What follows belongs to an exercise in optimizing a design on an open flow for small area and a short achievable clock period; a production flow would make more cautious choices. At most, simulation tests tie the RTL to the original design; equivalence was not proved. Function not checked in runs 4 and 5: the RTL went through the layout flow alone. Power figures rest on the tool's default switching activity, not on a simulated workload.

===== flow/design.v =====
module imem_boot_loader #(
  parameter int               ADDR_W   = 8,
  parameter int               DATA_W   = 16,
  parameter logic [DATA_W-1:0] NOP_WORD = 16'h0000,
  parameter logic [4:0]       HALT_OP  = 5'b00001
) (
  input  logic      clock,
  input  logic      reset,
  input  logic      load_valid,
  input  logic [DATA_W-1:0] load_data,
  input  logic      load_last,
  output logic              load_ready,
  input  logic [ADDR_W-1:0] i_addr,
  output logic [DATA_W-1:0] i_datain,
  output logic              start,
  output logic              enable,
  output logic              running,
  output logic              halted,
  output logic [ADDR_W:0]   word_count
);
  localparam int DEPTH = 2 ** ADDR_W;
  logic              load_ready_q, start_q, enable_q, running_q, halted_q;
  logic [ADDR_W:0]   word_count_q;
  logic [ADDR_W-1:0] wr_ptr_q;
  logic xfer, boot_now, halt_seen;
  assign xfer     = load_valid & load_ready_q;
  assign boot_now = xfer & (load_last | (&wr_ptr_q));
  logic [DATA_W-1:0] ram_n [DEPTH];    
  logic [DATA_W-1:0] load_data_n;
  assign load_data_n = ~load_data;
  for (genvar r = 0; r < DEPTH; r++) begin : g_row
    logic              we, we_n;
    logic [DATA_W-1:0] word_q, word_d;
    assign we   = xfer & (wr_ptr_q == ADDR_W'(r));
    assign we_n = ~we;
    imem_hold_w u_hold (.d(load_data_n), .we(we), .q(word_q), .we_n(we_n), .y(word_d));
    always_ff @(posedge clock) word_q <= word_d;
    assign ram_n[r] = word_q;
  end
  logic [15:0]       lo_n, hi;
  logic [DATA_W-1:0] ram_rdata;
  for (genvar k = 0; k < 16; k++) begin : g_pre
    assign lo_n[k] = (i_addr[3:0] != 4'(k));
    assign hi[k]   = (i_addr[7:4] == 4'(k)) & running_q;
  end
  logic [DATA_W-1:0] y1 [16][8];    
  logic [DATA_W-1:0] y2 [16][4];    
  logic [DATA_W-1:0] y3 [16];       
  logic [DATA_W-1:0] y4 [8];        
  logic [DATA_W-1:0] y5 [4];        
  logic [DATA_W-1:0] y6 [2];        
  for (genvar g = 0; g < 16; g++) begin : g_grp
    for (genvar j = 0; j < 8; j++) begin : g_l1
      imem_oai22_w u_l1 (.a0(ram_n[16*g+2*j]), .s0(lo_n[2*j]), .a1(ram_n[16*g+2*j+1]), .s1(lo_n[2*j+1]), .y(y1[g][j]));
    end
    for (genvar m = 0; m < 4; m++) begin : g_l2
      imem_oai21_w u_l2 (.a0(y1[g][2*m]), .a1(y1[g][2*m+1]), .s(hi[g]), .y(y2[g][m]));
    end
    imem_nand4_w u_l3 (.a(y2[g][0]), .b(y2[g][1]), .c(y2[g][2]), .d(y2[g][3]), .y(y3[g]));
  end
  for (genvar t = 0; t < 8; t++) begin : g_l4
    imem_nor2_w u_l4 (.a(y3[2*t]), .b(y3[2*t+1]), .y(y4[t]));
  end
  for (genvar t = 0; t < 4; t++) begin : g_l5
    imem_nand2_w u_l5 (.a(y4[2*t]), .b(y4[2*t+1]), .y(y5[t]));
  end
  for (genvar t = 0; t < 2; t++) begin : g_l6
    imem_nor2_w u_l6 (.a(y5[2*t]), .b(y5[2*t+1]), .y(y6[t]));
  end
  imem_nand2_w u_l7 (.a(y6[0]), .b(y6[1]), .y(ram_rdata));
  assign i_datain  = ram_rdata;
  assign halt_seen = (ram_rdata[DATA_W-1 -: 5] == HALT_OP);
  always_ff @(posedge clock or negedge reset) begin
    if (!reset) begin
      load_ready_q <= 1'b1;
      start_q      <= 1'b0;
      enable_q     <= 1'b0;
      running_q    <= 1'b0;
      halted_q     <= 1'b0;
      word_count_q <= '0;
      wr_ptr_q     <= '0;
    end else begin
      if (xfer) begin
        wr_ptr_q <= boot_now ? '0 : wr_ptr_q + 1'b1;
        word_count_q <= {1'b0, wr_ptr_q} + 1'b1;
      end
      if (boot_now) begin
        load_ready_q <= 1'b0;
        start_q      <= 1'b1;
        enable_q     <= 1'b1;
        halted_q     <= 1'b0;
      end else if (xfer) begin
        halted_q     <= 1'b0;
        enable_q     <= 1'b0;
      end
      if (start_q) begin
        start_q   <= 1'b0;
        running_q <= 1'b1;
      end
      if (running_q & halt_seen) begin
        running_q    <= 1'b0;
        halted_q     <= 1'b1;
        load_ready_q <= 1'b1;
      end
    end
  end
  assign load_ready = load_ready_q;
  assign start      = start_q;
  assign enable     = enable_q;
  assign running    = running_q;
  assign halted     = halted_q;
  assign word_count = word_count_q;
endmodule
module imem_oai22 (
  input  logic a0, a1, s0, s1,
  output logic y
);
  assign y = ~((a0 | s0) & (a1 | s1));
endmodule
module imem_nand4 (
  input  logic a, b, c, d,
  output logic y
);
  assign y = ~(a & b & c & d);
endmodule
module imem_nor4 (
  input  logic a, b, c, d,
  output logic y
);
  assign y = ~(a | b | c | d);
endmodule
module imem_oai21 (
  input  logic a0, a1, s,
  output logic y
);
  assign y = ~((a0 | a1) & s);
endmodule
module imem_nor2 (
  input  logic a, b,
  output logic y
);
  assign y = ~(a | b);
endmodule
module imem_nand2 (
  input  logic a, b,
  output logic y
);
  assign y = ~(a & b);
endmodule
module imem_hold (
  input  logic d, q, we, we_n,
  output logic y
);
  assign y = (d & we) | (q & we_n);
endmodule
module imem_oai22_w (
  input  logic [15:0] a0, a1,
  input  logic        s0, s1,
  output logic [15:0] y
);
  for (genvar i = 0; i < 16; i++) begin : g_bit
    imem_oai22 u (.a0(a0[i]), .a1(a1[i]), .s0(s0), .s1(s1), .y(y[i]));
  end
endmodule
module imem_nand4_w (
  input  logic [15:0] a, b, c, d,
  output logic [15:0] y
);
  for (genvar i = 0; i < 16; i++) begin : g_bit
    imem_nand4 u (.a(a[i]), .b(b[i]), .c(c[i]), .d(d[i]), .y(y[i]));
  end
endmodule
module imem_nor4_w (
  input  logic [15:0] a, b, c, d,
  output logic [15:0] y
);
  for (genvar i = 0; i < 16; i++) begin : g_bit
    imem_nor4 u (.a(a[i]), .b(b[i]), .c(c[i]), .d(d[i]), .y(y[i]));
  end
endmodule
module imem_oai21_w (
  input  logic [15:0] a0, a1,
  input  logic        s,
  output logic [15:0] y
);
  for (genvar i = 0; i < 16; i++) begin : g_bit
    imem_oai21 u (.a0(a0[i]), .a1(a1[i]), .s(s), .y(y[i]));
  end
endmodule
module imem_hold_w (
  input  logic [15:0] d, q,
  input  logic        we, we_n,
  output logic [15:0] y
);
  for (genvar i = 0; i < 16; i++) begin : g_bit
    imem_hold u (.d(d[i]), .q(q[i]), .we(we), .we_n(we_n), .y(y[i]));
  end
endmodule
module imem_nor2_w (
  input  logic [15:0] a, b,
  output logic [15:0] y
);
  for (genvar i = 0; i < 16; i++) begin : g_bit
    imem_nor2 u (.a(a[i]), .b(b[i]), .y(y[i]));
  end
endmodule
module imem_nand2_w (
  input  logic [15:0] a, b,
  output logic [15:0] y
);
  for (genvar i = 0; i < 16; i++) begin : g_bit
    imem_nand2 u (.a(a[i]), .b(b[i]), .y(y[i]));
  end
endmodule

===== flow/run.sh =====
#!/bin/bash
# synth_recipe.tcl (not shown) runs the flow's synth.tcl, then flattens the netlist and writes it again
# the make line also repeats each setting of config.mk as NAME=value (left out here)
make -C /OpenROAD-flow-scripts/flow DESIGN_CONFIG=/design/flow/config.mk WORK_HOME=/design/flow/orfs CLKGATE_MAP_FILE= SYNTH_SCRIPT=/design/flow/synth_recipe.tcl finish

===== flow/config.mk =====
export PLATFORM = sky130hd
export DESIGN_NAME = imem_boot_loader
export DESIGN_NICKNAME = imem_boot_loader
export VERILOG_FILES = /design/flow/design.v
export SDC_FILE = /design/flow/constraint.sdc
export NUM_CORES = 4
export LEC_CHECK = 0
export CAP_MARGIN = 20
export CORE_MARGIN = 2
export CORE_UTILIZATION = 62
export CTS_BUF_LIST = sky130_fd_sc_hd__clkbuf_8
export CTS_CLUSTER_DIAMETER = 60
export CTS_CLUSTER_SIZE = 12
export PLACE_DENSITY = 0.72
export SETUP_SLACK_MARGIN = 2.5
export SLEW_MARGIN = 20
export SYNTH_HIERARCHICAL = 1

===== flow/constraint.sdc =====
create_clock -name core_clock -period 7.0 [get_ports {clock}]
set_input_delay 1.4000 -clock core_clock [delete_from_list [all_inputs] [get_ports {clock}]]
set_output_delay 1.4000 -clock core_clock [all_outputs]
set_load 0.01 [all_outputs]

==> implementation parameters, run 1 <==
Parameter                              Value

Placed design
  Final HPWL DP    343 mm
  Last weighted congestion value of the routability-driven placer    0.992
  Count of buffers from port buffering    57
  Post-place setup slack    -659 ps

Logic synthesis
  Post-synthesis mux area share    0.00791%
  Combined area of all synthesized cells    0.142 sq mm
  Number of distinct standard cells referenced by the synthesized netlist    45
  Xor/xnor cell area share of the yosys netlist    0.0308%
  Number of nets produced by synthesis    12600
  Compound-gate portion of the synthesized area    37.9%
  Post-synthesis simple-gate area fraction    3.23%
  Top cell type by total area after synthesis    sky130_fd_sc_hd__dfxtp_1
  Combinational family with the most area after synthesis    compound AO/OA/AOI/OAI gates
  Most instantiated library cell after synthesis    sky130_fd_sc_hd__a22o_1
  Largest cells by area after synthesis    sky130_fd_sc_hd__dfxtp_1 (58%), sky130_fd_sc_hd__a22o_1 (25%), sky130_fd_sc_hd__o22ai_1 (9.0%)
  #FFs+latches synth    4118
  Adder-cell area share of the yosys netlist    0.0352%
  Most numerous cell types in the synthesized netlist    sky130_fd_sc_hd__a22o_1 (4097), sky130_fd_sc_hd__dfxtp_1 (4096), sky130_fd_sc_hd__o22ai_1 (2048), sky130_fd_sc_hd__o21ai_1 (1024), sky130_fd_sc_hd__nor2_1 (356)
  Commonest register cell after synthesis    sky130_fd_sc_hd__dfxtp_1
  Number of enable-type register cells in the synthesized netlist    0
  Sequential share of the synthesized area    58.0%
  Async S/R FF share, synth    0.534%
  Top-area cell type share of the netlist area    57.6%
  Number of warnings issued by yosys    15
  Number of instances in the synthesized netlist    12600
  Post-synthesis average cell area    11.3 sq um

Routing
  Uppermost signal routing layer after detailed routing    met5
  Total number of vias    134000
  Met2 layer wire length in the routed design    238 mm
  DR DRC count    0
  Drt pass-1 iters    12
  Remaining antenna violation count    0
  Detail Route met3 WL    97.4 mm
  Routed WL per cell    35.7 um
  Wire length after detailed routing    605 mm
  Iteration-0 DRC Markers    21600
  DR vias/cell    7.89
  Wl on met1    216 mm

STA
  Peak clock frequency supported by timing    174 MHz
  Final Setup Violations    0
  Summed negative setup slack over all endpoints    0 ps
  Setup WS post-layout    1240 ps
  Relative slew slack    15.1%
  Hold Vio Cnt, Final    0
  Tmin final    5760 ps
  Number of slew-limit violations in the final report    0
  Minimum hold slack    294 ps
  Worst setup skew after layout    46.0 ps
  Unrepaired setup endpoints after global routing    yes
  Post-route clock period utilization    82.3%
  Slew at the pin closest to its max-slew limit    1270 ps

Floorplanning
  Die Y-Extent    483 um
  Boundary pin count    58
  Overall die width    483 um
  Initial standard-cell utilization of the core    62.5%
  Total Die Area    0.233 sq mm
  CORE AREA    0.228 sq mm
  Core Rows    175

Flow run
  Max cap viols    0

Clocking
  Clock network latency to the later pin of the worst-skew pair    1170 ps
  Clock tree from TritonCTS    yes
  Clock-pin transition on the worst setup and hold timing paths    80 ps
  TritonCTS Buffers    393
  CTS Buffer Depth    4
  H-tree level count    5
  Clock root cell    sky130_fd_sc_hd__clkbuf_8
  Sink count of the clock tree    4118

Global routing
  Overflow left after global routing    0
  Largest net degree at the start of global routing    158
  Number of antenna violations at the first check in global routing    32
  All-layer global routing usage    48.7%
  Number of global-route vias before repair    123000
  First-pass GRT wire length    859 mm

Power and ir drop
  Worst VDD drop    0.000237 V
  Pwr Density    247 mW/mm^2
  Static power due to leakage    0.0669 uW

Worst setup path
  Most common cell type on the critical path    sky130_fd_sc_hd__buf_6
  Depth of the most critical reg-to-reg path    6
  Worst reg2reg startpoint    wr_ptr_q[3]$_DFFE_PN0P_
  Slowest library cell on the worst path    sky130_fd_sc_hd__nor2_4
  Worst-path fanout max    8
  FF-to-FF setup slack    2510 ps
  Sort of element at the end of the critical path    output pin
  R2r endpoint    g_row[83].word_q[13]$_DFF_P_
  List of cells traversed by the critical path    buf_8 > buf_6 > nor2b_4 > buf_12 > nand2_8 > buf_16 > buf_16 > buf_12 > o22ai_1 > o21ai_2 > nand4_1 > nor2_2 > nand2_1 > nor2_4 > nand2_4 > buf_6 > buf_6
  CP peak stage delay    390 ps
  Data arrival time of the worst path    4360 ps
  Critical Path RT    5600 ps
  Kind of critical path    input port to output pin
  CP Launch Type    input port

Final layout
  Number of nets in the finished design    13900
  Filler instances    15800
  Layout overhead on the synthesized area    17.4%
  Final core utilization    73.4%
  Fraction of layout instances using a drive strength above 1    13.8%

Worst hold path
  Worst Hold Class    input port to asynchronous set/reset pin

Outcome
  Outcome  timing/DRC/antenna clean
==> area by class of cell <==
| class | instances | area [sq um] | area share (%) |
|---|---|---|---|
| diodes | 31 | 77.6 | 0.0464 |
| well taps | 3009 | 3760 | 2.25 |
| inverters | 235 | 942 | 0.563 |
| multi-input cells | 8171 | 61200 | 36.6 |
| clock inverters | 15 | 96.3 | 0.0576 |
| flip-flops and latches | 4118 | 82600 | 49.4 |
| repair buffers | 967 | 13100 | 7.81 |
| clock buffers | 400 | 5510 | 3.29 |
==> per-layer routing <==
layer / global-route usage (%) / vias up
li1: - / 54600
met1: 63.8 / 64900
met2: 65.0 / 11700
met3: 18.7 / 2445
met4: 34.9 / 28
met5: 0 / -
==> worst max path at each step <==
| stage | depth (start not counted) | from | endpoint | slack (ps) |
|---|---|---|---|---|
| 3_3_place_gp | 14 | i_addr[2] | i_datain[9] | -670 |
| 2_1_floorplan | 8 | i_addr[1] | i_datain[13] | -2910 |
| 3_5_place_dp | 14 | i_addr[2] | i_datain[9] | -660 |
| 4_1_cts | 19 | i_addr[0] | i_datain[11] | 1480 |
| 6_report | 17 | i_addr[1] | i_datain[10] | 1240 |
| 5_1_grt | 16 | i_addr[1] | i_datain[14] | 1340 |
==> critical path, delay by kind of cell <==
| kind | cells | cell delay [ps] |
|---|---|---|
| AOI/OAI and AO/OA | 2 | 480 |
| buffers and inverters | 8 | 1100 |
| and+or+nand+nor | 7 | 1350 |
==> power by group <==
group	switching, uW	internal, uW
Sequential	326	23900
Combinational	2750	1420
Clock	7880	5100
Total	10900	30400
==> Yosys stat by module, one instance, submodules excluded, a selection <==
module            cells inside  copies in the design  flip-flops and latches  cell area [sq um]
imem_boot_loader          4910                     1                    4118              86100
imem_hold                    1                  4096                       0               8.76
imem_nand4                   1                   256                       0               6.26
imem_oai22                   1                  2048                       0               6.26
imem_oai21                   1                  1024                       0               5.00
imem_nand2                   1                    80                       0               3.75
imem_nor2                    1                   160                       0               3.75
==> registers in the layout, indices dropped and copies added, names as in the netlist <==
name,count
halted_q,1
running_q,1
word_count_q,9
enable_q,1
g_row.word_q,4096
load_ready_q,1
wr_ptr_q,8
start_q,1
==> cell usage in the layout, fill, tap and decap left out, types with 184 or more instances in the layout <==
cell type,count
sky130_fd_sc_hd__a22o_1,4097
sky130_fd_sc_hd__buf_4,503
sky130_fd_sc_hd__clkbuf_8,400
sky130_fd_sc_hd__dfxtp_1,4096
sky130_fd_sc_hd__inv_1,225
sky130_fd_sc_hd__nand2_1,184
sky130_fd_sc_hd__nand4_1,258
sky130_fd_sc_hd__o21ai_1,830
sky130_fd_sc_hd__o21ai_2,185
sky130_fd_sc_hd__o22ai_1,1989
==> cell families after synthesis <==
logic type	Yosys count
AOI/OAI and AO/OA	7193
muxes	1
DFF	4118
and+or+nand+nor	968
xor gates and xnor gates	5
buffers and inverters	285
adders and majority gates	4
==> through the flow <==
step           instance area [sq um]  total power (uW)  cells
2_1_floorplan                 142000             26300  12600
3_3_place_gp                  152000             27900  16100
3_5_place_dp                  152000             28000  16100
4_1_cts                       165000             40700  16800
5_1_grt                       167000             42100  16900
6_report                      167000             41300  16900
==> what timing repair did <==
action	in CTS	in global routing
endpoints found under the setup margin	99	103
pin swaps	292	212
endpoints found under the hold margin	0	0
setup buffers	184	83
hold buffers	0	0
gates cloned	81	13
resized for setup	667	238
==> run 2: changes to the inputs <==
--- a/flow/design.v
+++ b/flow/design.v
@@ -37,11 +37,14 @@
     always_ff @(posedge clock) word_q <= word_d;
     assign ram_n[r] = word_q;
   end
-  logic [15:0]       lo_n, hi;
+  logic [15:0]       hi;
   logic [DATA_W-1:0] ram_rdata;
+  logic [15:0] lo_nq [16];
+  for (genvar c = 0; c < 16; c++) begin : g_lodec
+    imem_dec4_n u_dec (.a(i_addr[3:0]), .y_n(lo_nq[c]));
+  end
   for (genvar k = 0; k < 16; k++) begin : g_pre
-    assign lo_n[k] = (i_addr[3:0] != 4'(k));
-    assign hi[k]   = (i_addr[7:4] == 4'(k)) & running_q;
+    assign hi[k] = (i_addr[7:4] == 4'(k)) & running_q;
   end
   logic [DATA_W-1:0] y1 [16][8];    
   logic [DATA_W-1:0] y2 [16][4];    
@@ -51,7 +54,7 @@
   logic [DATA_W-1:0] y6 [2];        
   for (genvar g = 0; g < 16; g++) begin : g_grp
     for (genvar j = 0; j < 8; j++) begin : g_l1
-      imem_oai22_w u_l1 (.a0(ram_n[16*g+2*j]), .s0(lo_n[2*j]), .a1(ram_n[16*g+2*j+1]), .s1(lo_n[2*j+1]), .y(y1[g][j]));
+      imem_oai22_w u_l1 (.a0(ram_n[16*g+2*j]), .s0(lo_nq[g][2*j]), .a1(ram_n[16*g+2*j+1]), .s1(lo_nq[g][2*j+1]), .y(y1[g][j]));
     end
     for (genvar m = 0; m < 4; m++) begin : g_l2
       imem_oai21_w u_l2 (.a0(y1[g][2*m]), .a1(y1[g][2*m+1]), .s(hi[g]), .y(y2[g][m]));
@@ -135,6 +138,14 @@
 );
   assign y = ~((a0 | a1) & s);
 endmodule
+module imem_dec4_n (
+  input  logic [3:0]  a,
+  output logic [15:0] y_n
+);
+  for (genvar k = 0; k < 16; k++) begin : g_k
+    assign y_n[k] = (a != 4'(k));
+  end
+endmodule
 module imem_nor2 (
   input  logic a, b,
   output logic y
==> run 2 against run 1 <==
Against the previous run: still clean on timing, DRC and antenna; flip-flop and latch count is the same; count of clock-buffer cells in the layout decreased by 2; register-to-register slack improved by 120 ps; non-clock buffer count is 6 higher; fmax is 3.6% higher; sequential power about the same; largest power group unchanged.
==> implementation parameters, run 2 <==
Parameter                              Value

Routing
  Wire length after detailed routing    576 mm
  Remaining antenna violation count    0
  Total number of vias    134000
  Routed WL per cell    33.3 um
  DR DRC count    0
  Iteration-0 DRC Markers    22600
  Uppermost signal routing layer after detailed routing    met5
  DR vias/cell    7.76
  Drt pass-1 iters    9
  Detail Route met3 WL    82.2 mm
  Met2 layer wire length in the routed design    238 mm
  Wl on met1    220 mm

Placed design
  Last weighted congestion value of the routability-driven placer    0.996
  Count of buffers from port buffering    57
  Post-place setup slack    -177 ps
  Final HPWL DP    336 mm

Floorplanning
  Total Die Area    0.238 sq mm
  Boundary pin count    58
  Die Y-Extent    488 um
  Overall die width    488 um
  Core Rows    177
  Initial standard-cell utilization of the core    62.4%
  CORE AREA    0.233 sq mm

Clocking
  H-tree level count    5
  TritonCTS Buffers    393
  Clock network latency to the later pin of the worst-skew pair    1150 ps
  Clock root cell    sky130_fd_sc_hd__clkbuf_8
  CTS Buffer Depth    4
  Clock-pin transition on the worst setup and hold timing paths    70 ps
  Sink count of the clock tree    4118
  # hold bufs at CTS    0
  Clock tree from TritonCTS    yes

Worst setup path
  Worst reg2reg startpoint    wr_ptr_q[3]$_DFFE_PN0P_
  R2r endpoint    g_row[74].word_q[8]$_DFF_P_
  Crit path buffers/inverters    4
  Depth of the most critical reg-to-reg path    5
  Data arrival time of the worst path    4160 ps
  FF-to-FF setup slack    2630 ps
  Sort of element at the end of the critical path    output pin
  Launch point of the critical path    i_addr[2]
  Worst-path fanout max    21
  Kind of critical path    input port to output pin
  Critical Path RT    5600 ps
  CP Launch Type    input port
  CP peak stage delay    360 ps
  Cell family with most CP delay    simple AND/OR/NAND/NOR gates
  Slowest library cell on the worst path    sky130_fd_sc_hd__bufbuf_16
  List of cells traversed by the critical path    bufbuf_16 > buf_12 > nand4bb_1 > buf_4 > o22ai_1 > o21ai_1 > nand4_1 > nor2_4 > nand2_8 > nor2_2 > nand2_2 > clkbuf_2

Final layout
  Top register by number of flip-flops    g_row.word_q
  Number of nets in the finished design    14200
  Layout overhead on the synthesized area    15.5%
  Final core utilization    72.0%
  Commonest cells after routing, fill and taps aside    sky130_fd_sc_hd__a22o_1 (4097), sky130_fd_sc_hd__dfxtp_1 (4096), sky130_fd_sc_hd__o22ai_1 (1956), sky130_fd_sc_hd__o21ai_1 (867), sky130_fd_sc_hd__buf_4 (701)
  Number of flip-flops in the largest register    4096
  Fraction of layout instances using a drive strength above 1    14.2%
  Top flop regs    g_row.word_q x4096, word_count_q x9, wr_ptr_q x8
  Most frequent standard cell in the layout excluding fill and tap cells    sky130_fd_sc_hd__a22o_1

Worst hold path
  Worst Hold Launch    g_row[47].word_q[12]$_DFF_P_
  Cell depth of the worst hold path    1
  Worst min-delay path endpoint    g_row[47].word_q[12]$_DFF_P_
  Worst Hold Class    flip-flop to flip-flop

STA
  Hold Vio Cnt, Final    0
  Tmin final    5560 ps
  Setup WS post-layout    1440 ps
  Post-route clock period utilization    79.5%
  Number of slew-limit violations in the final report    0
  Relative slew slack    10.9%
  Worst setup skew after layout    64.2 ps
  Peak clock frequency supported by timing    180 MHz
  Slew at the pin closest to its max-slew limit    1340 ps
  Final Setup Violations    0
  Unrepaired setup endpoints after global routing    yes

Logic synthesis
  Top-area cell type share of the netlist area    56.5%
  Async S/R FF share, synth    0.534%
  Number of enable-type register cells in the synthesized netlist    0
  #FFs+latches synth    4118
  Sequential share of the synthesized area    56.8%
  Top cell type by total area after synthesis    sky130_fd_sc_hd__dfxtp_1
  Combined area of all synthesized cells    0.145 sq mm
  Post-synthesis average cell area    11.3 sq um
  Number of nets produced by synthesis    12900
  Commonest register cell after synthesis    sky130_fd_sc_hd__dfxtp_1
  Most instantiated library cell after synthesis    sky130_fd_sc_hd__a22o_1
  Number of instances in the synthesized netlist    12900
  Most numerous cell types in the synthesized netlist    sky130_fd_sc_hd__a22o_1 (4097), sky130_fd_sc_hd__dfxtp_1 (4096), sky130_fd_sc_hd__o22ai_1 (2048), sky130_fd_sc_hd__o21ai_1 (1024), sky130_fd_sc_hd__nor2_1 (359)
  Largest cells by area after synthesis    sky130_fd_sc_hd__dfxtp_1 (56%), sky130_fd_sc_hd__a22o_1 (25%), sky130_fd_sc_hd__o22ai_1 (8.8%)
  Number of warnings issued by yosys    16
  Number of distinct standard cells referenced by the synthesized netlist    53

Global routing
  Overflow left after global routing    0
  Largest net degree at the start of global routing    143
  First-pass GRT wire length    831 mm
  All-layer global routing usage    45.6%
  Number of antenna violations at the first check in global routing    24
  Number of global-route vias before repair    125000

Power and ir drop
  Static power due to leakage    0.0660 uW
  Worst VDD drop    0.000250 V
  Pwr Density    247 mW/mm^2

Flow run
  Max cap viols    0

Outcome
  Outcome  timing/DRC/antenna clean
[run 2: worst max path at each step]
stage	to	slack (ps)	cells after the start
after global routing	i_datain[4]	1520	12
after floorplan	i_datain[13]	2230	8
after CTS	i_datain[3]	1490	12
after global placement	i_datain[11]	-170	13
after detailed placement	i_datain[11]	-180	13
final	i_datain[4]	1440	12
[run 2: per-module statistics from Yosys, one instance, submodules excluded, excerpt]
module	area, sq um	cells inside
imem_boot_loader	85900	4884
imem_oai21	5.00	1
imem_nand2	3.75	1
imem_oai22	6.26	1
imem_nor2	3.75	1
imem_dec4_n	186	20
imem_hold	8.76	1
imem_nand4	6.26	1
[run 2: metal layers]
| metal | global-route usage [%] | vias to the layer above |
|---|---|---|
| li1 | - | 55800 |
| met4 | 25.3 | 18 |
| met3 | 12.8 | 1820 |
| met5 | 0 | - |
| met2 | 63.7 | 11000 |
| met1 | 63.3 | 65800 |
[run 2: area by class of cell]
class	instances	area [sq um]
repair buffers	973	9810
fillers	16600	65100
flip-flops and latches	4118	82600
inverters	255	1020
diodes	35	87.6
clock buffers	398	5480
multi-input cells	8393	64700
clock inverters	21	115
well taps	3132	3920
[run 2: through the flow]
stage                     total power, uW  hold WS, ps  cell area, sq um  TNS, ps  cells
after floorplan                     26300          443            145000        0  12900
after global placement              28100          456            154000     -266  16500
after detailed placement            28100          455            154000     -177  16500
after CTS                           40800          480            165000        0  17200
after global routing                42300          487            168000        0  17300
final                               41400          478            168000        0  17300
[run 2: what timing repair did]
item                                    CTS  global route
gates resized for setup                 573           342
pin swaps                               152           196
buffers inserted                        192           114
gates cloned                             31            16
endpoints found under the setup margin   19            61
[run 2: logic make-up after synthesis]
logic type	after synthesis	share of synthesized area [%]
adders and majority gates	4	0.0345
DFF	4118	56.8
AOI/OAI and AO/OA	7193	37.2
and+or+nand+nor	1182	4.84
buffers and inverters	365	1.08
xor gates and xnor gates	5	0.0302
muxes	1	0.00775
[run 2: where the power goes]
part	switching, uW	internal, uW
clock	7870	5080
sequential	344	23900
combinational	2840	1410
total	11100	30300
[run 2: worst register-to-register path, cell delays in order (launching register included)]
cell	delay [ps]
sky130_fd_sc_hd__dfrtp_1	810
sky130_fd_sc_hd__and2b_1	910
sky130_fd_sc_hd__nand3_2	800
sky130_fd_sc_hd__nor2_2	890
sky130_fd_sc_hd__inv_1	510
sky130_fd_sc_hd__a22o_1	320
==> run 3: changes to the inputs <==
--- a/flow/design.v
+++ b/flow/design.v
@@ -39,8 +39,8 @@
   end
   logic [15:0]       hi;
   logic [DATA_W-1:0] ram_rdata;
-  logic [15:0] lo_nq [16];
-  for (genvar c = 0; c < 16; c++) begin : g_lodec
+  logic [15:0] lo_nq [4];
+  for (genvar c = 0; c < 4; c++) begin : g_lodec
     imem_dec4_n u_dec (.a(i_addr[3:0]), .y_n(lo_nq[c]));
   end
   for (genvar k = 0; k < 16; k++) begin : g_pre
@@ -54,7 +54,7 @@
   logic [DATA_W-1:0] y6 [2];        
   for (genvar g = 0; g < 16; g++) begin : g_grp
     for (genvar j = 0; j < 8; j++) begin : g_l1
-      imem_oai22_w u_l1 (.a0(ram_n[16*g+2*j]), .s0(lo_nq[g][2*j]), .a1(ram_n[16*g+2*j+1]), .s1(lo_nq[g][2*j+1]), .y(y1[g][j]));
+      imem_oai22_w u_l1 (.a0(ram_n[16*g+2*j]), .s0(lo_nq[g/4][2*j]), .a1(ram_n[16*g+2*j+1]), .s1(lo_nq[g/4][2*j+1]), .y(y1[g][j]));
     end
     for (genvar m = 0; m < 4; m++) begin : g_l2
       imem_oai21_w u_l2 (.a0(y1[g][2*m]), .a1(y1[g][2*m+1]), .s(hi[g]), .y(y2[g][m]));
==> run 3 against run 2 <==
Against the previous run: via count fell by 0.21%; sequential share of layout area increased by 0.61 points; flip-flop and latch count is the same; largest power group unchanged; hold slack worse by 3.0 ps; wire length up 3.9%; global-route usage is 0.20 points higher.
==> implementation parameters, run 3 <==
Parameter                              Value

Logic synthesis
  Number of warnings issued by yosys    16
  Number of nets produced by synthesis    12700
  Largest cells by area after synthesis    sky130_fd_sc_hd__dfxtp_1 (57%), sky130_fd_sc_hd__a22o_1 (25%), sky130_fd_sc_hd__o22ai_1 (8.9%)
  Commonest register cell after synthesis    sky130_fd_sc_hd__dfxtp_1
  Top cell type by total area after synthesis    sky130_fd_sc_hd__dfxtp_1
  Number of instances in the synthesized netlist    12600
  Post-synthesis average cell area    11.3 sq um
  Top-area cell type share of the netlist area    57.3%
  Most numerous cell types in the synthesized netlist    sky130_fd_sc_hd__a22o_1 (4097), sky130_fd_sc_hd__dfxtp_1 (4096), sky130_fd_sc_hd__o22ai_1 (2048), sky130_fd_sc_hd__o21ai_1 (1025), sky130_fd_sc_hd__nor2_1 (367)
  Number of distinct standard cells referenced by the synthesized netlist    54
  #FFs+latches synth    4118
  Sequential share of the synthesized area    57.7%
  Combined area of all synthesized cells    0.143 sq mm
  Number of enable-type register cells in the synthesized netlist    0
  Most instantiated library cell after synthesis    sky130_fd_sc_hd__a22o_1
  Async S/R FF share, synth    0.534%

Power and ir drop
  Final total power    41400 uW
  Worst VDD drop    0.000221 V
  Static power due to leakage    0.0656 uW
  Pwr Density    250 mW/mm^2

Clocking
  H-tree level count    5
  TritonCTS Buffers    393
  Clock root cell    sky130_fd_sc_hd__clkbuf_8
  Sink count of the clock tree    4118
  Clock-pin transition on the worst setup and hold timing paths    70 ps
  CTS Buffer Depth    4
  Clock tree from TritonCTS    yes
  Clock network latency to the later pin of the worst-skew pair    1150 ps
  # hold bufs at CTS    0

Floorplanning
  Die Y-Extent    485 um
  Overall die width    485 um
  Core Rows    176
  Initial standard-cell utilization of the core    62.3%
  CORE AREA    0.230 sq mm
  Total Die Area    0.235 sq mm
  Boundary pin count    58

STA
  Unrepaired setup endpoints after global routing    yes
  Final Setup Violations    0
  Peak clock frequency supported by timing    176 MHz
  Slew at the pin closest to its max-slew limit    1210 ps
  Tmin final    5690 ps
  Post-route clock period utilization    81.2%
  Worst setup skew after layout    40.6 ps
  Hold Vio Cnt, Final    0
  Relative slew slack    19.0%
  Number of slew-limit violations in the final report    0

Routing
  Routed WL per cell    35.4 um
  DR vias/cell    7.92
  Wire length after detailed routing    599 mm
  Iteration-0 DRC Markers    23200
  DR DRC count    0
  Total number of vias    134000
  Drt pass-1 iters    10
  Remaining antenna violation count    0

Worst hold path
  Worst Hold Class    flip-flop to flip-flop

Placed design
  Final HPWL DP    327 mm
  Last weighted congestion value of the routability-driven placer    0.992
  Count of buffers from port buffering    57
  Post-placement cell count    16200

Final layout
  Layout overhead on the synthesized area    15.7%
  Final standard cell count with taps included and fillers excluded    16900
  Number of nets in the finished design    13900
  Top register by number of flip-flops    g_row.word_q
  Filler instances    16400
  Commonest cells after routing, fill and taps aside    sky130_fd_sc_hd__a22o_1 (4097), sky130_fd_sc_hd__dfxtp_1 (4096), sky130_fd_sc_hd__o22ai_1 (1991), sky130_fd_sc_hd__o21ai_1 (891), sky130_fd_sc_hd__buf_4 (524)
  Number of flip-flops in the largest register    4096
  Top flop regs    g_row.word_q x4096, word_count_q x9, wr_ptr_q x8
  Fraction of layout instances using a drive strength above 1    12.8%
  Final core utilization    72.1%
  Most frequent standard cell in the layout excluding fill and tap cells    sky130_fd_sc_hd__a22o_1

Flow run
  Max cap viols    0

Worst setup path
  Kind of critical path    input port to output pin
  Sort of element at the end of the critical path    output pin
  Data arrival time of the worst path    4290 ps
  Critical Path RT    5600 ps
  Worst-path fanout max    7
  CP Launch Type    input port

Global routing
  Number of global-route vias before repair    122000
  Number of antenna violations at the first check in global routing    20
  Largest net degree at the start of global routing    153
  First-pass GRT wire length    825 mm
  All-layer global routing usage    45.8%
  Overflow left after global routing    0

Outcome
  Outcome  timing/DRC/antenna clean
## run 3: changes by cell type in the layout (fill, tap and decap cells not counted), sizes merged, moves of 11 or more
cell / change
or4b: -47
nand4: -12
nor2: +11
buf: -146
nand4bb: -58
nand4b: -48
diode: -14
clkbuf: +54
## run 3: path summary, 6_finish.rpt
path | startpoint | to | slack, ps | depth (start not counted)
setup / recovery | i_addr[1] | i_datain[5] | 1310 | 15
hold / removal | g_row[11].word_q[11]$_DFF_P_ | g_row[11].word_q[11]$_DFF_P_ | 480 | 1
setup reg to reg | load_ready_q$_DFFE_PN1P_ | g_row[60].word_q[14]$_DFF_P_ | 2740 | 5
hold reg to reg | g_row[11].word_q[11]$_DFF_P_ | g_row[11].word_q[11]$_DFF_P_ | 480 | 1
max in group asynchronous | reset | load_ready_q$_DFFE_PN1P_ | 5980 | 2
min in group asynchronous | reset | word_count_q[3]$_DFFE_PN0P_ | 650 | 2
## run 3: cells by family (layout without fill, tap and decap cells)
family                   count (synthesis)  count (layout)  share of synthesized area (%)
flip-flops                            4118            4118                           57.7
adder cells (fa/ha/maj)                  4               4                         0.0350
multiplexers                             1               1                        0.00787
XOR/XNOR                                 5               5                         0.0306
buffers and inverters                  326            1542                          0.982
AO/OA/AOI/OAI                         7193            7193                           37.7
AND/OR/NAND/NOR                        991            1017                           3.58
other                                    0              21                              0
## run 3: layout make-up
class | count | area, sq um | area share, %
clock buffer | 397 | 5460 | 3.30
antenna | 21 | 52.6 | 0.0317
inverter | 253 | 1010 | 0.610
multi-input combinational | 8220 | 62300 | 37.6
sequential | 4118 | 82600 | 49.8
tap | 3026 | 3790 | 2.29
timing repair buffer | 871 | 10300 | 6.23
clock inverter | 21 | 130 | 0.0786
## run 3: per-module statistics from Yosys, one instance, submodules excluded, a selection
module | cell area, sq um | copies in the design
imem_nand4 | 6.26 | 256
imem_nand2 | 3.75 | 80
imem_nor2 | 3.75 | 160
imem_oai21 | 5.00 | 1024
imem_dec4_n | 186 | 4
imem_oai22 | 6.26 | 2048
imem_boot_loader | 86100 | 1
imem_hold | 8.76 | 4096
## run 3: per-layer routing
metal	part of all wire, %	global-route usage, %	vias to the layer above
li1	-	-	54700
met1	36	62.1	65100
met2	41	63.6	12000
met3	16	14.1	2303
met4	7.4	28.3	26
met5	0.029	0	-
## run 3: power by group
group	internal, uW	switching [uW]	total [uW]
Combinational	1360	2850	4210
Sequential	23900	308	24200
Clock	5080	7910	13000
## run 3: worst max-delay path, stage by stage
cell,delay (ps)
sky130_fd_sc_hd__buf_16,170
sky130_fd_sc_hd__clkbuf_16,190
sky130_fd_sc_hd__nand4b_1,130
sky130_fd_sc_hd__buf_6,150
sky130_fd_sc_hd__buf_12,160
sky130_fd_sc_hd__buf_4,130
sky130_fd_sc_hd__o22ai_1,120
sky130_fd_sc_hd__o21ai_2,190
sky130_fd_sc_hd__nand4_1,390
sky130_fd_sc_hd__nor2_4,430
sky130_fd_sc_hd__nand2_4,140
sky130_fd_sc_hd__nor2_4,280
sky130_fd_sc_hd__buf_6,150
sky130_fd_sc_hd__nand2_4,60
sky130_fd_sc_hd__buf_6,130
## run 3: timing repair
item	4_1_cts	5_1_grt
resized for setup	238	523
pin swaps	84	304
endpoints found under the setup margin	17	16
setup buffers	54	160
cloned	35	77
## run 3: metrics by stage
stage          TNS [ps]  area, sq um  hold WS (ps)  worst slack (ps)
5_1_grt               0       166000           488              1440
4_1_cts               0       160000           478               993
3_3_place_gp       -185       153000           456             -98.4
2_1_floorplan         0       143000           443              1590
6_report              0       166000           475              1310
3_5_place_dp       -150       153000           454             -80.9
==> run 4: changes to the inputs <==
==> flow/design.v (replaced) <==
module imem_boot_loader #(
  parameter int               ADDR_W   = 8,
  parameter int               DATA_W   = 16,
  parameter logic [DATA_W-1:0] NOP_WORD = 16'h0000,
  parameter logic [4:0]       HALT_OP  = 5'b00001
) (
  input  logic              clock,
  input  logic              reset,
  input  logic              load_valid,
  input  logic [DATA_W-1:0] load_data,
  input  logic              load_last,
  output logic              load_ready,
  input  logic [ADDR_W-1:0] i_addr,
  output logic [DATA_W-1:0] i_datain,
  output logic              start,
  output logic              enable,
  output logic              running,
  output logic              halted,
  output logic [ADDR_W:0]   word_count
);
  localparam int DEPTH = 2 ** ADDR_W;
  logic              load_ready_q, start_q, enable_q, running_q, halted_q;
  logic [ADDR_W:0]   word_count_q;
  logic [ADDR_W-1:0] wr_ptr_q;
  logic xfer, boot_now, halt_seen;
  assign xfer     = load_valid & load_ready_q;
  assign boot_now = xfer & (load_last | (&wr_ptr_q));
  logic [DATA_W-1:0] ram_q [DEPTH];
  logic [DEPTH-1:0]  wr_row;
  for (genvar r = 0; r < DEPTH; r++) begin : g_row
    assign wr_row[r] = xfer & (wr_ptr_q == ADDR_W'(r));
    always_ff @(posedge clock) begin
      if (wr_row[r]) ram_q[r] <= load_data;
    end
  end
  logic [15:0]       pre_lo, pre_hi;
  logic [DEPTH-1:0]  rd_row;
  logic [DATA_W-1:0] ram_rdata;
  for (genvar k = 0; k < 16; k++) begin : g_pre
    assign pre_lo[k] = (i_addr[3:0] == 4'(k));
    assign pre_hi[k] = (i_addr[7:4] == 4'(k)) & running_q;
  end
  logic [DATA_W-1:0] rd_term [DEPTH];
  for (genvar r = 0; r < DEPTH; r++) begin : g_rd
    assign rd_row[r]  = pre_hi[r / 16] & pre_lo[r % 16];
    assign rd_term[r] = ram_q[r] & {DATA_W{rd_row[r]}};
  end
  logic [DATA_W-1:0] or1 [128];
  logic [DATA_W-1:0] or2 [32];
  logic [DATA_W-1:0] or3 [8];
  logic [DATA_W-1:0] or4 [2];
  for (genvar j = 0; j < 128; j++) begin : g_or1
    assign or1[j] = rd_term[2*j] | rd_term[2*j+1];
  end
  for (genvar j = 0; j < 32; j++) begin : g_or2
    assign or2[j] = or1[4*j] | or1[4*j+1] | or1[4*j+2] | or1[4*j+3];
  end
  for (genvar j = 0; j < 8; j++) begin : g_or3
    assign or3[j] = or2[4*j] | or2[4*j+1] | or2[4*j+2] | or2[4*j+3];
  end
  for (genvar j = 0; j < 2; j++) begin : g_or4
    assign or4[j] = or3[4*j] | or3[4*j+1] | or3[4*j+2] | or3[4*j+3];
  end
  assign ram_rdata = or4[0] | or4[1];
  assign i_datain  = ram_rdata;
  assign halt_seen = (ram_rdata[DATA_W-1 -: 5] == HALT_OP);
  always_ff @(posedge clock or negedge reset) begin
    if (!reset) begin
      load_ready_q <= 1'b1;
      start_q      <= 1'b0;
      enable_q     <= 1'b0;
      running_q    <= 1'b0;
      halted_q     <= 1'b0;
      word_count_q <= '0;
      wr_ptr_q     <= '0;
    end else begin
      if (xfer) begin
        wr_ptr_q <= boot_now ? '0 : wr_ptr_q + 1'b1;
        word_count_q <= {1'b0, wr_ptr_q} + 1'b1;
      end
      if (boot_now) begin
        load_ready_q <= 1'b0;
        start_q      <= 1'b1;
        enable_q     <= 1'b1;
        halted_q     <= 1'b0;
      end else if (xfer) begin
        halted_q     <= 1'b0;
        enable_q     <= 1'b0;
      end
      if (start_q) begin
        start_q   <= 1'b0;
        running_q <= 1'b1;
      end
      if (running_q & halt_seen) begin
        running_q    <= 1'b0;
        halted_q     <= 1'b1;
        load_ready_q <= 1'b1;
      end
    end
  end
  assign load_ready = load_ready_q;
  assign start      = start_q;
  assign enable     = enable_q;
  assign running    = running_q;
  assign halted     = halted_q;
  assign word_count = word_count_q;
endmodule
==> flow/config.mk (replaced) <==
export PLATFORM = sky130hd
export DESIGN_NAME = imem_boot_loader
export DESIGN_NICKNAME = imem_boot_loader
export VERILOG_FILES = /design/flow/design.v
export SDC_FILE = /design/flow/constraint.sdc
export NUM_CORES = 4
export LEC_CHECK = 0
export CAP_MARGIN = 20
export CORE_MARGIN = 2
export CORE_UTILIZATION = 65
export PLACE_DENSITY = 0.75
export SETUP_SLACK_MARGIN = 0.5
export SLEW_MARGIN = 20
==> run 4 against run 3 <==
Against the previous run: the flow now stops in global routing (5_1_grt); synthesized cell count fell by 32%; synthesized area is 6.6% higher.
==> implementation parameters, run 4 <==
Parameter                              Value

Logic synthesis
  Most numerous cell types in the synthesized netlist    sky130_fd_sc_hd__edfxtp_1 (4096), sky130_fd_sc_hd__a22oi_1 (1128), sky130_fd_sc_hd__nor2_1 (415), sky130_fd_sc_hd__clkbuf_1 (406), sky130_fd_sc_hd__a22o_1 (349)
  Async S/R FF share, synth    0.534%
  Number of instances in the synthesized netlist    8592
  Number of distinct standard cells referenced by the synthesized netlist    78
  Largest cells by area after synthesis    sky130_fd_sc_hd__edfxtp_1 (81%), sky130_fd_sc_hd__a22oi_1 (5.5%), sky130_fd_sc_hd__a22o_1 (2.0%)
  Post-synthesis average cell area    17.8 sq um
  Number of warnings issued by yosys    7
  Top cell type by total area after synthesis    sky130_fd_sc_hd__edfxtp_1
  Number of enable-type register cells in the synthesized netlist    4096
  #FFs+latches synth    4118
  Most instantiated library cell after synthesis    sky130_fd_sc_hd__edfxtp_1
  Combined area of all synthesized cells    0.153 sq mm
  Commonest register cell after synthesis    sky130_fd_sc_hd__edfxtp_1
  Number of nets produced by synthesis    8624
  Sequential share of the synthesized area    80.9%
  Top-area cell type share of the netlist area    80.6%

Outcome
  Stopping stage    global routing (5_1_grt)
  Outcome    aborted with a tool error
  Error message    [ERROR GRT-0116] Global routing finished with congestion. Check the congestion regions in the DRC Viewer.

Clocking
  Sink count of the clock tree    4118
  Clock root cell    sky130_fd_sc_hd__clkbuf_16
  TritonCTS Buffers    406
  CTS Buffer Depth    4
  H-tree level count    5

Floorplanning
  Initial standard-cell utilization of the core    65.5%
  Overall die width    489 um
  Core Rows    177
  Boundary pin count    58
  Die Y-Extent    489 um

Global routing
  Largest net degree at the start of global routing    184
  Number of global-route vias before repair    141000
  First-pass GRT wire length    1520 mm
  Overflow left after global routing    7832
  All-layer global routing usage    97.1%

Placed design
  Count of buffers from port buffering    57
  Last weighted congestion value of the routability-driven placer    1.36
  Final HPWL DP    710 mm
  Post-placement cell count    13200
==> run 4: logic make-up after synthesis <==
group,after synthesis,share of synthesized area (%)
XOR/XNOR,6,0.0344
flip-flops,4118,80.9
multiplexers,147,1.01
buffers and inverters,533,1.40
adder cells (fa/ha/maj),4,0.0328
AO/OA/AOI/OAI,2113,11.0
AND/OR/NAND/NOR,1671,5.58
==> run 4: power groups by stage <==
stage          Combinational [uW]  Sequential, uW  Clock, uW
4_1_cts                      2930           27200      21400
3_5_place_dp                 2570           27800          0
2_1_floorplan                 642           27700          0
3_3_place_gp                 2520           27800          0
==> run 4: layer usage <==
metal / overflow / GRT usage (%)
met1: 1103 / 95.7
met4: 1819 / 95.7
met5: 119 / 84.7
met3: 920 / 92.8
met2: 3871 / 104
==> run 4: through the flow <==
step / hold WS (ps) / setup WS (ps) / cell area (sq um) / TNS [ps]
floorplan: 484 / 1650 / 153000 / 0
global placement: 443 / -3410 / 176000 / -14810
detailed placement: 465 / -1180 / 177000 / -10060
CTS: 471 / 305 / 195000 / 0
==> run 4: worst min path at each step <==
stage                 startpoint           endpoint  slack, ps  depth (start not counted)
2_1_floorplan  start_q$_DFF_PN0_  start_q$_DFF_PN0_        480                          1
3_5_place_dp   start_q$_DFF_PN0_  start_q$_DFF_PN0_        470                          1
4_1_cts        start_q$_DFF_PN0_  start_q$_DFF_PN0_        470                          1
3_3_place_gp   start_q$_DFF_PN0_  start_q$_DFF_PN0_        440                          1
==> run 4: what timing repair did <==
| item | 4_1_cts |
|---|---|
| hold buffers | 0 |
| endpoints found under the setup margin | 16 |
| resized for setup | 524 |
| cloned | 8 |
| pin swaps | 133 |
| buffers inserted | 205 |
| hold endpoints to repair | 0 |
==> run 5: changes to the inputs <==
==> flow/design.v (replaced) <==
module imem_boot_loader #(
  parameter int               ADDR_W   = 8,
  parameter int               DATA_W   = 16,
  parameter logic [DATA_W-1:0] NOP_WORD = 16'h0000,
  parameter logic [4:0]       HALT_OP  = 5'b00001
) (
  input  logic              clock,
  input  logic              reset,
  input  logic              load_valid,
  input  logic [DATA_W-1:0] load_data,
  input  logic              load_last,
  output logic              load_ready,
  input  logic [ADDR_W-1:0] i_addr,
  output logic [DATA_W-1:0] i_datain,
  output logic              start,
  output logic              enable,
  output logic              running,
  output logic              halted,
  output logic [ADDR_W:0]   word_count
);
  localparam int CW = ADDR_W + 1;
  localparam int DEPTH = 2 ** ADDR_W;
  localparam logic [ADDR_W-1:0] LAST_ADDR = '1;
  typedef enum logic [2:0] {
    S_IDLE,
    S_LOAD,
    S_BOOT,
    S_RUN,
    S_HALTED
  } state_t;
  state_t            state_q, state_d;
  logic [ADDR_W-1:0] wr_ptr_q, wr_ptr_d;
  logic [CW-1:0]     word_count_q, word_count_d;
  logic              load_ready_q, load_ready_d;
  logic              start_q, start_d;
  logic              enable_q, enable_d;
  logic              running_q, running_d;
  logic              halted_q, halted_d;
  logic [DATA_W-1:0] ram_q [DEPTH];
  logic              wr_en;
  logic [ADDR_W-1:0] wr_addr;
  logic [DATA_W-1:0] ram_rdata;
  logic              xfer;
  logic              halt_seen;
  assign xfer = load_valid && load_ready_q;
  always_ff @(posedge clock) begin
    if (wr_en) begin
      ram_q[wr_addr] <= load_data;
    end
  end
  assign ram_rdata = ram_q[i_addr];
  assign i_datain  = running_q ? ram_rdata : NOP_WORD;
  assign halt_seen = running_q && (i_datain[DATA_W-1 -: 5] == HALT_OP);
  always_comb begin
    state_d      = state_q;
    wr_ptr_d     = wr_ptr_q;
    word_count_d = word_count_q;
    wr_en        = 1'b0;
    wr_addr      = wr_ptr_q;
    case (state_q)
      S_IDLE, S_HALTED: begin
        if (xfer) begin
          wr_en        = 1'b1;
          wr_addr      = '0;
          wr_ptr_d     = ADDR_W'(1);
          word_count_d = CW'(1);
          state_d      = load_last ? S_BOOT : S_LOAD;
        end
      end
      S_LOAD: begin
        if (xfer) begin
          wr_en        = 1'b1;
          wr_addr      = wr_ptr_q;
          wr_ptr_d     = wr_ptr_q + ADDR_W'(1);
          word_count_d = word_count_q + CW'(1);
          if (load_last || (wr_ptr_q == LAST_ADDR)) begin
            state_d = S_BOOT;
          end
        end
      end
      S_BOOT: begin
        state_d = S_RUN;
      end
      S_RUN: begin
        if (halt_seen) begin
          state_d = S_HALTED;
        end
      end
      default: begin
        state_d = S_IDLE;
      end
    endcase
    load_ready_d = (state_d == S_IDLE) || (state_d == S_LOAD) || (state_d == S_HALTED);
    start_d      = (state_d == S_BOOT);
    enable_d     = (state_d == S_BOOT) || (state_d == S_RUN) || (state_d == S_HALTED);
    running_d    = (state_d == S_RUN);
    halted_d     = (state_d == S_HALTED);
  end
  always_ff @(posedge clock or negedge reset) begin
    if (!reset) begin
      state_q      <= S_IDLE;
      wr_ptr_q     <= '0;
      word_count_q <= '0;
      load_ready_q <= 1'b1;
      start_q      <= 1'b0;
      enable_q     <= 1'b0;
      running_q    <= 1'b0;
      halted_q     <= 1'b0;
    end else begin
      state_q      <= state_d;
      wr_ptr_q     <= wr_ptr_d;
      word_count_q <= word_count_d;
      load_ready_q <= load_ready_d;
      start_q      <= start_d;
      enable_q     <= enable_d;
      running_q    <= running_d;
      halted_q     <= halted_d;
    end
  end
  assign load_ready = load_ready_q;
  assign start      = start_q;
  assign enable     = enable_q;
  assign running    = running_q;
  assign halted     = halted_q;
  assign word_count = word_count_q;
endmodule
--- a/flow/config.mk
+++ b/flow/config.mk
@@ -7,7 +7,6 @@
 export LEC_CHECK = 0
 export CAP_MARGIN = 20
 export CORE_MARGIN = 2
-export CORE_UTILIZATION = 65
-export PLACE_DENSITY = 0.75
+export CORE_UTILIZATION = 40
 export SETUP_SLACK_MARGIN = 0.5
 export SLEW_MARGIN = 20
==> run 5 against run 4 <==
Against the previous run: the run now finishes clean; synthesized cell count shrank 23%; synthesized area grew 3.5%.
==> implementation parameters, run 5 <==
Parameter                              Value

Worst setup path
  Depth of the most critical reg-to-reg path    8
  FF-to-FF setup slack    2110 ps
  Data arrival time of the worst path    5250 ps
  Kind of critical path    input port to output pin
  R2r endpoint    ram_q[7][8]$_DFFE_PP_
  Worst reg2reg startpoint    state_q[1]$_DFF_PN0_
  Worst-path fanout max    8
  Sort of element at the end of the critical path    output pin
  CP Launch Type    input port
  Critical Path RT    5600 ps

Routing
  Iteration-0 DRC Markers    10900
  DR vias/cell    5.92
  Wire length after detailed routing    439 mm
  Routed WL per cell    33.9 um
  Remaining antenna violation count    0
  Drt pass-1 iters    9
  DR DRC count    0
  Total number of vias    76600

Power and ir drop
  Part of the total power dissipated in combinational logic    5.9%
  Clock network power share    41.9%
  Power dissipated by switching net loads    11300 uW
  Final total power    52200 uW
  Worst VDD drop    0.000223 V
  Switching Share    21.7%
  Static power due to leakage    0.0574 uW
  Pint    40900 uW
  Pwr Density    284 mW/mm^2
  Sequential group share of total power    52.2%

Floorplanning
  Boundary pin count    58
  Initial standard-cell utilization of the core    40.2%
  CORE AREA    0.393 sq mm
  Die Y-Extent    633 um
  Total Die Area    0.400 sq mm
  Overall die width    633 um
  Core Rows    230

Worst hold path
  Worst Hold Launch    word_count_q[8]$_DFFE_PN0P_
  Worst Hold Class    flip-flop to flip-flop
  Cell depth of the worst hold path    2
  Worst min-delay path endpoint    word_count_q[8]$_DFFE_PN0P_

Logic synthesis
  Top-area cell type share of the netlist area    77.8%
  Number of nets produced by synthesis    6664
  Post-synthesis average cell area    23.8 sq um
  Most instantiated library cell after synthesis    sky130_fd_sc_hd__edfxtp_1
  Commonest register cell after synthesis    sky130_fd_sc_hd__edfxtp_1
  Number of distinct standard cells referenced by the synthesized netlist    59
  Async S/R FF share, synth    0.607%
  Combined area of all synthesized cells    0.158 sq mm
  Sequential share of the synthesized area    78.2%
  Number of warnings issued by yosys    1
  Most numerous cell types in the synthesized netlist    sky130_fd_sc_hd__edfxtp_1 (4096), sky130_fd_sc_hd__mux4_2 (1212), sky130_fd_sc_hd__nor2_1 (313), sky130_fd_sc_hd__clkbuf_1 (170), sky130_fd_sc_hd__buf_2 (137)
  #FFs+latches synth    4121
  Number of instances in the synthesized netlist    6634
  Largest cells by area after synthesis    sky130_fd_sc_hd__edfxtp_1 (78%), sky130_fd_sc_hd__mux4_2 (17%), sky130_fd_sc_hd__nor2_1 (0.74%)
  Top cell type by total area after synthesis    sky130_fd_sc_hd__edfxtp_1
  Number of enable-type register cells in the synthesized netlist    4096

STA
  Relative slew slack    11.6%
  Peak clock frequency supported by timing    150 MHz
  Hold Vio Cnt, Final    0
  Final Setup Violations    0
  Unrepaired setup endpoints after global routing    yes
  Number of slew-limit violations in the final report    0
  Tmin final    6650 ps
  Worst setup skew after layout    55.2 ps
  Post-route clock period utilization    95.0%
  Slew at the pin closest to its max-slew limit    1330 ps

Clocking
  Sink count of the clock tree    4121
  CTS Buffer Depth    4
  Clock network latency to the later pin of the worst-skew pair    1010 ps
  H-tree level count    5
  Clock root cell    sky130_fd_sc_hd__clkbuf_16
  TritonCTS Buffers    411
  Clock tree from TritonCTS    yes
  Clock-pin transition on the worst setup and hold timing paths    60 ps
  # hold bufs at CTS    0

Global routing
  Overflow left after global routing    0
  Largest net degree at the start of global routing    225
  Number of global-route vias before repair    75800
  First-pass GRT wire length    605 mm
  Number of antenna violations at the first check in global routing    29
  All-layer global routing usage    21.5%

Final layout
  Final core utilization    46.8%
  Commonest cells after routing, fill and taps aside    sky130_fd_sc_hd__edfxtp_1 (4096), sky130_fd_sc_hd__mux4_2 (1212), sky130_fd_sc_hd__buf_4 (505), sky130_fd_sc_hd__clkbuf_16 (440), sky130_fd_sc_hd__nor2_1 (238)
  Top flop regs    ram_q x4096, word_count_q x9, wr_ptr_q x8
  Number of nets in the finished design    7391
  Most frequent standard cell in the layout excluding fill and tap cells    sky130_fd_sc_hd__edfxtp_1
  Top register by number of flip-flops    ram_q
  Layout overhead on the synthesized area    16.3%
  Fraction of layout instances using a drive strength above 1    33.4%
  Number of flip-flops in the largest register    4096

Placed design
  Count of buffers from port buffering    57
  Last weighted congestion value of the routability-driven placer    0.931
  Final HPWL DP    265 mm

Flow run
  Max cap viols    0

Outcome
  Outcome  timing/DRC/antenna clean
## run 5: cell count changes after synthesis, moves of 228 or more
cell,change
sky130_fd_sc_hd__a22o_1,-347
sky130_fd_sc_hd__mux4_2,+1212
sky130_fd_sc_hd__clkbuf_1,-236
sky130_fd_sc_hd__a22oi_1,-1054
sky130_fd_sc_hd__nor3_1,-267
sky130_fd_sc_hd__nand4_1,-228
## run 5: area by class of cell
cell class,instances,area [sq um]
repair buffers,679,7170
fillers,31900,209000
clock buffers,500,10800
inverters,8,30.0
multi-input cells,2140,33100
diodes,12,30.0
flip-flops and latches,4121,124000
well taps,5220,6530
clock inverters,259,2590
## run 5: worst max path at each step
stage,startpoint,endpoint,slack (ps),depth (start not counted)
after floorplan,i_addr[2],i_datain[10],1240,9
after global placement,i_addr[1],i_datain[13],-80,13
after detailed placement,i_addr[0],i_datain[12],-40,13
after CTS,i_addr[0],i_datain[4],360,9
after global routing,i_addr[0],i_datain[1],370,9
final,i_addr[0],i_datain[1],350,10
## run 5: per-stage QoR
step | cells | TNS, ps | area (sq um) | hold slack (ps) | worst slack (ps)
5_1_grt | 12900 | 0 | 184000 | 592 | 374
6_report | 12900 | 0 | 184000 | 553 | 351
3_3_place_gp | 12100 | -158 | 169000 | 535 | -83.4
4_1_cts | 12900 | 0 | 183000 | 558 | 359
3_5_place_dp | 12100 | -40.9 | 169000 | 533 | -40.9
2_1_floorplan | 6634 | 0 | 158000 | 520 | 1240
## run 5: power groups by stage
stage | Clock (uW) | Sequential [uW] | Combinational [uW]
floorplan | 0 | 27700 | 1400
global placement | 0 | 27800 | 2920
detailed placement | 0 | 27800 | 2960
CTS | 22200 | 27300 | 3010
global route | 23200 | 27300 | 3170
finish | 21900 | 27300 | 3060
## run 5: cell families after synthesis
logic type | synth area share, %
flops | 78.2
mux | 18.0
simple gates | 1.59
buf+inv | 1.10
compound gates | 1.00
xor+xnor | 0.0554
fa+ha+maj | 0.0158
## run 5: metal layers
metal | vias up | wire length, um | GRT usage, %
met5 | - | 152 | 0.121
met4 | 14 | 15300 | 6.82
li1 | 30000 | - | -
met2 | 3852 | 213000 | 34.9
met3 | 683 | 37300 | 4.05
met1 | 42000 | 173000 | 29.6
## run 5: critical path, cell delays in order
cell and delay (ps):
sky130_fd_sc_hd__buf_16 170, sky130_fd_sc_hd__buf_16 220, sky130_fd_sc_hd__buf_6 180, sky130_fd_sc_hd__buf_4 180, sky130_fd_sc_hd__mux4_2 500, sky130_fd_sc_hd__mux4_2 540, sky130_fd_sc_hd__mux4_2 660, sky130_fd_sc_hd__mux4_2 620
sky130_fd_sc_hd__and2_1 210, sky130_fd_sc_hd__clkdlybuf4s50_1 470
## run 5: repair_timing
| action | CTS | global route |
|---|---|---|
| pin swaps | 2 | 1 |
| buffers inserted | 8 | 10 |
| gates cloned | 10 | 22 |
| endpoints found under the setup margin | 15 | 15 |
| resized for setup | 36 | 45 |

static timing again, ports no longer ideal:
The flow's constraints put no driver on any port. The routed layouts listed below were extracted and timed again, unchanged, in two steps. Step 1 (the two cells are an assumption about what drives the block):
set clk [get_ports {clock}]
set_driving_cell -lib_cell sky130_fd_sc_hd__clkbuf_16 $clk
set_driving_cell -lib_cell sky130_fd_sc_hd__buf_2 [delete_from_list [all_inputs] $clk]
Step 2, shift: input delay + t, output delay - t, t = (earliest + latest rising clock arrival at the registers) / 2. This alone moves slack from input paths to output paths. Three values: ideal ports, drivers, drivers and shift; two values: the first two.
run | shift t [ns] | setup slack, ns | hold slack, ns | worst register clock-pin slew, ns
run 1 | 1.250 | 1.239 / 1.187 / 1.187 | 0.294 / 0.221 / 0.477 | 0.09 / 0.09
run 2 | 1.218 | 1.438 / 0.892 / 0.892 | 0.478 / 0.478 / 0.478 | 0.10 / 0.10
run 3 | 1.234 | 1.313 / 0.919 / 0.919 | 0.475 / 0.475 / 0.475 | 0.09 / 0.09
run 5 | 1.098 | 0.351 / 0.013 / 0.013 | 0.553 / 0.553 / 0.553 | 0.07 / 0.07
After both steps every run listed still meets setup and hold. The setup slack of run 2, which loses most, moves by -0.546 ns with the drivers and by -0.546 ns with both steps.
